From an optimization exercise on the open Yosys and OpenROAD flow, aimed at small area, a short achievable clock period and few clock cycles per item; shortcuts taken in it are not production practice.
The RTL of this run was laid out without a check of its function.
Power is estimated from default activity; no workload was simulated.

--- flow/standard.sh ---
#!/bin/bash
# synth_recipe.tcl (not shown) runs the flow's synth.tcl, then flattens the netlist and writes it again
# the make line also repeats each setting of config.mk as NAME=value (left out here)
make -C /OpenROAD-flow-scripts/flow DESIGN_CONFIG=/design/flow/config.mk WORK_HOME=/design/flow/orfs CLKGATE_MAP_FILE= SYNTH_SCRIPT=/design/flow/synth_recipe.tcl "${@:-finish}"
--- flow/constraint.sdc ---
create_clock -name core_clock -period 5.5 [get_ports {clk}]
set_input_delay 1.1000 -clock core_clock [delete_from_list [all_inputs] [get_ports {clk}]]
set_output_delay 1.1000 -clock core_clock [all_outputs]
set_load 0.01 [all_outputs]
--- flow/design.v ---
package mmu_bounds_guard_pkg;
  localparam int ADDR_W_DEF = 26;
  localparam int SEL_W_DEF  = 4;
  localparam int NSEG_DEF   = 11;
endpackage
module mmu_bounds_table
#(
  parameter int ADDR_W = mmu_bounds_guard_pkg::ADDR_W_DEF,
  parameter int SEL_W  = mmu_bounds_guard_pkg::SEL_W_DEF,
  parameter int NSEG   = mmu_bounds_guard_pkg::NSEG_DEF
) (
  input  logic              clk,
  input  logic              rst,
  input  logic              we,
  input  logic [SEL_W-1:0]  sel,
  input  logic [31:0]       lower,
  input  logic [31:0]       upper,
  output logic [SEL_W-1:0]  active_sel,
  output logic              dead,
  output logic              fresh,
  output logic [ADDR_W-1:0] lo,
  output logic [ADDR_W-1:0] hi,
  output logic              hi_big
);
  logic [SEL_W-1:0]  act_q;
  logic              dead_q;
  logic              fresh_q;
  logic [ADDR_W-1:0] lo_q;
  logic [ADDR_W-1:0] hi_q;
  logic              hi_big_q;
  always_ff @(posedge clk or posedge rst) begin
    if (rst) begin
      act_q   <= '0;
      dead_q  <= 1'b1;
      fresh_q <= 1'b1;
    end else if (we) begin
      act_q   <= sel;
      dead_q  <= (32'(sel) >= NSEG) || (lower[31:ADDR_W] != '0);
      fresh_q <= 1'b0;
    end
  end
  always_ff @(posedge clk) begin
    if (we) begin
      lo_q     <= lower[ADDR_W-1:0];
      hi_q     <= upper[ADDR_W-1:0];
      hi_big_q <= upper[31:ADDR_W] != '0;
    end
  end
  assign active_sel = act_q;
  assign dead       = dead_q;
  assign fresh      = fresh_q;
  assign lo         = lo_q;
  assign hi         = hi_q;
  assign hi_big     = hi_big_q;
endmodule
module mmu_bounds_nand2 (
  input  logic a,
  input  logic b,
  output logic y
);
  assign y = ~(a & b);
endmodule
module mmu_bounds_nand3 (
  input  logic a,
  input  logic b,
  input  logic c,
  output logic y
);
  assign y = ~(a & b & c);
endmodule
module mmu_bounds_ge
#(
  parameter int W = mmu_bounds_guard_pkg::ADDR_W_DEF
) (
  input  logic [W-1:0] x,
  input  logic [W-1:0] y,
  output logic         ge
);
  localparam int LV = $clog2(W);
  logic [W-1:0] g [LV+1];
  logic [W-1:0] e [LV+1];
  for (genvar i = 0; i < W; i++) begin : g_bit
    mmu_bounds_gt_n u_g (.a(x[i]), .b(y[i]), .y(g[0][i]));
    mmu_bounds_ne   u_e (.a(x[i]), .b(y[i]), .y(e[0][i]));
  end
  for (genvar k = 1; k <= LV; k++) begin : g_lvl
    localparam int N  = (W + (1 << (k - 1)) - 1) >> (k - 1);   
    for (genvar i = 0; i < N / 2; i++) begin : g_node
      if (k % 2 == 1) begin : g_p
        mmu_bounds_node_p u_n (.g1(g[k-1][2*i+1]), .e1(e[k-1][2*i+1]),
                               .g0(g[k-1][2*i]),   .e0(e[k-1][2*i]),
                               .g(g[k][i]), .e(e[k][i]));
      end else begin : g_n
        mmu_bounds_node_n u_n (.g1(g[k-1][2*i+1]), .e1(e[k-1][2*i+1]),
                               .g0(g[k-1][2*i]),   .e0(e[k-1][2*i]),
                               .g(g[k][i]), .e(e[k][i]));
      end
    end
    if (N % 2 == 1) begin : g_odd
      mmu_bounds_inv u_ig (.a(g[k-1][N-1]), .y(g[k][N/2]));
      mmu_bounds_inv u_ie (.a(e[k-1][N-1]), .y(e[k][N/2]));
    end
    if (N / 2 + N % 2 < W) begin : g_unused
      assign g[k][W-1:N/2+N%2] = '0;
      assign e[k][W-1:N/2+N%2] = '0;
    end
  end
  if (LV % 2 == 1) begin : g_root_p
    assign ge = g[LV][0] | e[LV][0];
  end else begin : g_root_n
    assign ge = ~(g[LV][0] & e[LV][0]);
  end
endmodule
module mmu_bounds_gt_n (
  input  logic a,
  input  logic b,
  output logic y
);
  assign y = ~(a & ~b);
endmodule
module mmu_bounds_ne (
  input  logic a,
  input  logic b,
  output logic y
);
  assign y = a ^ b;
endmodule
module mmu_bounds_node_p (
  input  logic g1,
  input  logic e1,
  input  logic g0,
  input  logic e0,
  output logic g,
  output logic e
);
  assign g = ~(g1 & (e1 | g0));
  assign e = ~(e1 | e0);
endmodule
module mmu_bounds_node_n (
  input  logic g1,
  input  logic e1,
  input  logic g0,
  input  logic e0,
  output logic g,
  output logic e
);
  assign g = ~(g1 | (e1 & g0));
  assign e = ~(e1 & e0);
endmodule
module mmu_bounds_inv (
  input  logic a,
  output logic y
);
  assign y = ~a;
endmodule
module mmu_bounds_guard
#(
  parameter int ADDR_W = mmu_bounds_guard_pkg::ADDR_W_DEF,
  parameter int SEL_W  = mmu_bounds_guard_pkg::SEL_W_DEF,
  parameter int NSEG   = mmu_bounds_guard_pkg::NSEG_DEF
) (
  input  logic              clk,
  input  logic              rst,
  input  logic              we,
  input  logic [SEL_W-1:0]  sel,
  input  logic [31:0]       lower,
  input  logic [31:0]       upper,
  input  logic              req_valid,
  output logic              req_ready,
  input  logic [ADDR_W-1:0] req_addr,
  input  logic              req_wr,
  output logic              mem_valid,
  input  logic              mem_ready,
  output logic [ADDR_W-1:0] mem_addr,
  output logic              mem_wr,
  output logic              exc,
  output logic [ADDR_W-1:0] exc_addr,
  output logic [SEL_W-1:0]  exc_sel,
  input  logic              exc_ack
);
  logic [SEL_W-1:0]  act;
  logic              dead;
  logic              fresh;
  logic [ADDR_W-1:0] lo;
  logic [ADDR_W-1:0] hi;
  logic              hi_big;
  mmu_bounds_table #(
    .ADDR_W (ADDR_W),
    .SEL_W  (SEL_W),
    .NSEG   (NSEG)
  ) u_table (
    .clk        (clk),
    .rst        (rst),
    .we         (we),
    .sel        (sel),
    .lower      (lower),
    .upper      (upper),
    .active_sel (act),
    .dead       (dead),
    .fresh      (fresh),
    .lo         (lo),
    .hi         (hi),
    .hi_big     (hi_big)
  );
  logic              mv_q;
  logic              ex_q;
  logic              chk_q;
  logic              busy_q;
  logic [ADDR_W-1:0] addr_q;
  logic              wr_q;
  logic [SEL_W-1:0]  sel_q;
  logic              free;
  logic              same;
  logic [ADDR_W-1:0] a;
  logic              pass;
  logic n_mv, n_ex;
  mmu_bounds_nand2 u_n_mv (.a(mv_q), .b(mem_ready), .y(n_mv));
  mmu_bounds_nand2 u_n_ex (.a(ex_q), .b(exc_ack),   .y(n_ex));
  mmu_bounds_nand3 u_rdy  (.a(busy_q), .b(n_mv), .c(n_ex), .y(req_ready));
  assign free = !busy_q || (mv_q && mem_ready) || (ex_q && exc_ack);
  assign same = we && (sel == act);
  assign a    = chk_q ? addr_q : req_addr;
  logic ge_lo, ge_hi;
  mmu_bounds_ge #(.W(ADDR_W)) u_ge_lo (.x(a),  .y(lo), .ge(ge_lo));
  mmu_bounds_ge #(.W(ADDR_W)) u_ge_hi (.x(hi), .y(a),  .ge(ge_hi));
  assign pass = (fresh && (a == '0)) || (!dead && ge_lo && (hi_big || ge_hi));
  always_ff @(posedge clk or posedge rst) begin
    if (rst) begin
      mv_q   <= 1'b0;
      ex_q   <= 1'b0;
      chk_q  <= 1'b0;
      busy_q <= 1'b0;
    end else if (chk_q) begin
      mv_q   <= pass;
      ex_q   <= !pass;
      chk_q  <= 1'b0;
    end else if (free) begin
      mv_q   <= req_valid && !same && pass;
      ex_q   <= req_valid && !same && !pass;
      chk_q  <= req_valid && same;
      busy_q <= req_valid;
    end
  end
  always_ff @(posedge clk) begin
    if (free) begin
      addr_q <= req_addr;
      wr_q   <= req_wr;
      sel_q  <= act;
    end
  end
  assign mem_valid = mv_q;
  assign mem_addr  = addr_q;
  assign mem_wr    = wr_q;
  assign exc       = ex_q;
  assign exc_addr  = addr_q;
  assign exc_sel   = sel_q;
endmodule
--- flow/config.mk ---
export PLATFORM = sky130hd
export DESIGN_NAME = mmu_bounds_guard
export DESIGN_NICKNAME = mmu_bounds_guard
export VERILOG_FILES = /design/flow/design.v
export SDC_FILE = /design/flow/constraint.sdc
export NUM_CORES = 4
export LEC_CHECK = 0
export CAP_MARGIN = 20
export CORE_MARGIN = 2
export CORE_UTILIZATION = 45
export SETUP_SLACK_MARGIN = 3.0
export SLEW_MARGIN = 20
export SYNTH_HIERARCHICAL = 1
--- flow/flow/run.sh ---
#!/bin/bash
# Standard ORFS layout, with plain buf_1 cells on the ports instead of the
# delay buffers buffer_ports picks by default, and the delay-cell families
# kept out of the post-synthesis repairs. Synthesis is the standard one.
set -euo pipefail
PLAT_DONT_USE=$(make -s -C "$FLOW_HOME" DESIGN_CONFIG="$FLOW_CONFIG" print-DONT_USE_CELLS 2>/dev/null | sed -n 's/^DONT_USE_CELLS: //p')
EXTRA="sky130_fd_sc_hd__clkdlybuf4s15_1 sky130_fd_sc_hd__clkdlybuf4s15_2 sky130_fd_sc_hd__clkdlybuf4s18_1 sky130_fd_sc_hd__clkdlybuf4s18_2 sky130_fd_sc_hd__clkdlybuf4s25_1 sky130_fd_sc_hd__clkdlybuf4s25_2 sky130_fd_sc_hd__clkdlybuf4s50_1 sky130_fd_sc_hd__clkdlybuf4s50_2 sky130_fd_sc_hd__dlygate4sd1_1 sky130_fd_sc_hd__dlygate4sd2_1 sky130_fd_sc_hd__dlygate4sd3_1 sky130_fd_sc_hd__dlymetal6s2s_1 sky130_fd_sc_hd__dlymetal6s4s_1 sky130_fd_sc_hd__dlymetal6s6s_1"
echo "platform dont_use: $PLAT_DONT_USE" > flow_vars.log
bash standard.sh synth > synth.log 2>&1
bash standard.sh "BUFFER_PORTS_ARGS=-buffer_cell sky130_fd_sc_hd__buf_1" "DONT_USE_CELLS=$PLAT_DONT_USE $EXTRA" finish > layout.log 2>&1
==> impl_metrics.yaml <==
floorplan:
  num_rows: 39
  fp.dieH_um: 111.0
  initial_core_util_pct: 45.71
  pin_count: 161
  core_um2: 11270
  die_area_um2: 12320
  die_w_um: 111.0
critical_path:
  criticalPathCategory: "primary input to flop"
  arrival_ns: 3.11
  path_max_fanout: 3
  end_kind: "flop"
  startpoint_type: "primary input"
  max_stage_delay_ns: 0.30
  crit_slowest_cell: "mux2_4"
  crit_path_frequent_cell: "o21ai_2"
  path_cells: "buf_6 > mux2_4 > xor2_2 > o21ai_2 > a21oi_2 > o21ai_2 > a21oi_2 > o21ai_2 > or2_1 > o211ai_1 > nand3_1 > and3_1 > o32ai_2"
  required_ns: 5.75
sta:
  rsz0062_at_grt: "true"
  slew_headroom_pct: 54.69
  fmax_mhz: 348.7
  layout_setup_ws_ns: 2.632
  fin_worst_skew_ns: 0.007142
  fin_tns_setup_ns: 0
  worst_pin_slew_ns: 0.6735
  setup_viol: 0
  fin_crit_ns: 2.868
  slew_viol_final: 0
  fin_crit_sh_pct: 52.14
  finalHoldViolations: 0
route:
  vias_per_cell: 4.955
  drt_wl_total_um: 11700
  routedWlPerCell_um: 16.12
  drc: 0
  num_vias: 3597
  drt_iter0_drc: 133
  first_pass_iters: 4
  postRouteAntennaNets: 0
placement:
  dp_slack_ns: 2.212
  io_buffers: 160
  post_dp_cell_area_um2: 5853
  dpl.cell_count: 701
  hpwlAfterDp_um: 8985
  place.gp.congestion: 0.7985
synth:
  synth_seq_cells: 94
  synthArstFlopShare_pct: 10.64
  ys.flop_type: "edfxtp_1"
  yosysWarnings: 13
  synth_cells: 426
  yosysSeqAreaShare_pct: 53.86
  synth_simple_gate_area_share_pct: 14.91
  avgSynthCellArea_um2: 12.09
  synth_compound_gate_area_share_pct: 9.713
  synth_adder_area_share_pct: 0
  synth_top_family_by_area: "simple AND/OR/NAND/NOR gates"
  yosys.area_share.xor_xnor_pct: 9.519
  synth_edf_count: 84
  synthesis.nets: 527
  syn-cell-area_um2: 5152
  synth_cell_types: 38
  synthMuxAreaShare_pct: 6.751
clocking:
  cts_buffer_depth: 2
  clk_latency_ns: 0.35
  cts_tree: "built"
  cts_made_buffers: 9
  clk_pin_slew_ns: 0.06
  htree_levels: 3
  root_buffer: "clkbuf_16"
  clock-sinks: 94
layout:
  syn_to_final_growth_pct: 25.08
  fill_cells: 995
  layout.cells.non_filler: 726
  layout.nets: 679
  antenna_cells: 0
  fin_area_um2: 6445
  drive_gt1_share_pct: 25.73
hold_path:
  hold_path.class: "flop to flop"
pwr:
  power.density_nw_per_um2: 324.9
  peakVddDrop_mv: 0.2477
  cellLeakagePower_nw: 2.254
outcome:
  outcome: "finished clean"
global_route:
  gr-usage-all-layers_pct: 19.51
  grt_antenna_before_repair: 0
  grt_max_degree: 45
  first_global_vias: 3619
  grt_pass1_wl_um: 18330
  overflow: 0
flow_run:
  maxCapViolations: 0
[critical path: cells and delay by family]
| kind | cells | cell delay [ns] |
|---|---|---|
| xor+xnor | 1 | 0.17 |
| buf+inv | 1 | 0.10 |
| simple gates | 3 | 0.57 |
| mux | 1 | 0.30 |
| compound gates | 7 | 0.87 |
[stage by stage]
stage	utilization (%)	hold slack (ns)	power [mW]
final	57.18	0.4868	2.094
after global routing	57.18	0.5048	2.189
after CTS	55.62	0.4934	2.091
after detailed placement	51.93	0.4777	1.414
after global placement	51.93	0.4720	1.406
after floorplan	-	0.4591	1.290
[cells in the final DEF, fill, tap and decap left out, types with 16 or more instances in the layout]
| master | count |
|---|---|
| buf_1 | 156 |
| xor2_1 | 34 |
| o21ai_2 | 35 |
| nand2b_1 | 52 |
| nor2_1 | 29 |
| edfxtp_1 | 84 |
| a21oi_2 | 16 |
| mux2_2 | 17 |
| xor2_2 | 18 |
| nand2_1 | 19 |
[final timing paths]
| check | start | slack (ns) | cells past startpoint | to |
|---|---|---|---|---|
| worst max-delay path | req_addr[1] | 2.63 | 13 | ex_q$_DFFE_PP0P_ |
| worst min-delay path | u_table.act_q[0]$_DFFE_PP0P_ | 0.49 | 0 | sel_q[0]$_DFFE_PN_ |
| worst max register to register | chk_q$_DFF_PP0_ | 2.71 | 13 | ex_q$_DFFE_PP0P_ |
| worst min register to register | u_table.act_q[0]$_DFFE_PP0P_ | 0.49 | 0 | sel_q[0]$_DFFE_PN_ |
| max in group asynchronous | rst | 4.58 | 2 | u_table.fresh_q$_DFFE_PP1P_ |
| min in group asynchronous | rst | 0.62 | 2 | mv_q$_DFFE_PP0P_ |
[cell families (layout without fill, tap and decap cells)]
family | count (synthesis) | after routing
AOI/OAI and AO/OA | 58 | 58
xor gates and xnor gates | 56 | 56
buffers and inverters | 43 | 200
DFF | 94 | 94
muxes | 31 | 31
and+or+nand+nor | 144 | 144
[metal layers]
layer | vias to the layer above | global-route usage [%] | routed length [um]
met3 | 13 | 4.265 | 545
met4 | 0 | 7.167 | 184
met2 | 96 | 33.17 | 5963
met5 | - | 0 | 0
li1 | 1756 | - | -
met1 | 1732 | 24.56 | 5009
[area by class of cell]
cell class | count | area [um^2] | area share (%)
Sequential cell | 94 | 2775 | 43.06
Tap cell | 143 | 178.9 | 2.776
Clock buffer | 10 | 229.0 | 3.553
Timing Repair Buffer | 172 | 720.7 | 11.18
Inverter | 12 | 45.04 | 0.6989
Clock inverter | 6 | 86.33 | 1.340
Multi-Input combinational cell | 289 | 2410 | 37.39
[per-module statistics from Yosys, one instance, submodules excluded, a selection]
module | flops+latches | area, um^2
mmu_bounds_gt_n | 0 | 6.256
mmu_bounds_guard | 35 | 1832
mmu_bounds_inv | 0 | 3.754
mmu_bounds_nand2 | 0 | 3.754
mmu_bounds_nand3 | 0 | 5.005
mmu_bounds_ne | 0 | 8.758
mmu_bounds_node_n | 0 | 12.51
mmu_bounds_node_p | 0 | 12.51
[repair_timing]
item,in CTS,in global routing
setup endpoints to repair,15,15
gates cloned,0,0
hold buffers,0,0
setup buffers,7,2
pin swaps,8,22
gates resized for setup,18,36
[registers in the layout (all words and copies together) (netlist names)]
signal / count
addr_q: 26
u_table.dead_q: 1
sel_q: 4
u_table.fresh_q: 1
mv_q: 1
u_table.hi_q: 26
busy_q: 1
chk_q: 1
ex_q: 1
u_table.hi_big_q: 1
u_table.lo_q: 26
u_table.act_q: 4
wr_q: 1
[synthesized netlist by cell type (2+ instances only)]
cell      count  area (um^2)
dfrtp_1       8        200.2
nor2_1       37        138.9
inv_1        12        45.04
xor2_1       55        481.7
dfstp_2       2        52.55
o21ai_2      34        297.8
nand3_1       8        40.04
edfxtp_1     84         2522
nand2b_1     52        325.3
nand4_1       2        12.51
mux2_2       29        326.6
buf_4        26        195.2
or2_1         2        12.51
a21oi_2      16        140.1
nand2_1      22        82.58
nor4b_1       3        26.28
nor4_1       11        68.82
buf_2         3        15.01
[where the power goes]
| part | switching, mW | total [mW] | internal, mW |
|---|---|---|---|
| clock | 0.265 | 0.662 | 0.398 |
| combinational | 0.271 | 0.444 | 0.173 |
| sequential | 0.0876 | 0.988 | 0.900 |

[afterwards: timing with drivers on the ports]
No port has a modelled driver above. Below, the same layout with a new extraction and two added sets of constraints.
Step 1, drivers: a clkbuf_16 drives clk and a buf_2 each remaining input, both assumed.
Step 2, shift: input delay + t, output delay - t, t = (earliest + latest rising clock arrival at the registers) / 2. This alone moves slack from input paths to output paths.
Slacks: no drivers / after step 1 / after step 2; pairs: no drivers / after step 1.
t (ns): 0.384
setup slack, ns: 2.632 / 2.638 / 2.254
pins driven straight from the clock port: 1
After both steps setup and hold are still met in this run. The setup slack of this run moves by +0.006 ns with the drivers and by -0.378 ns with both steps.
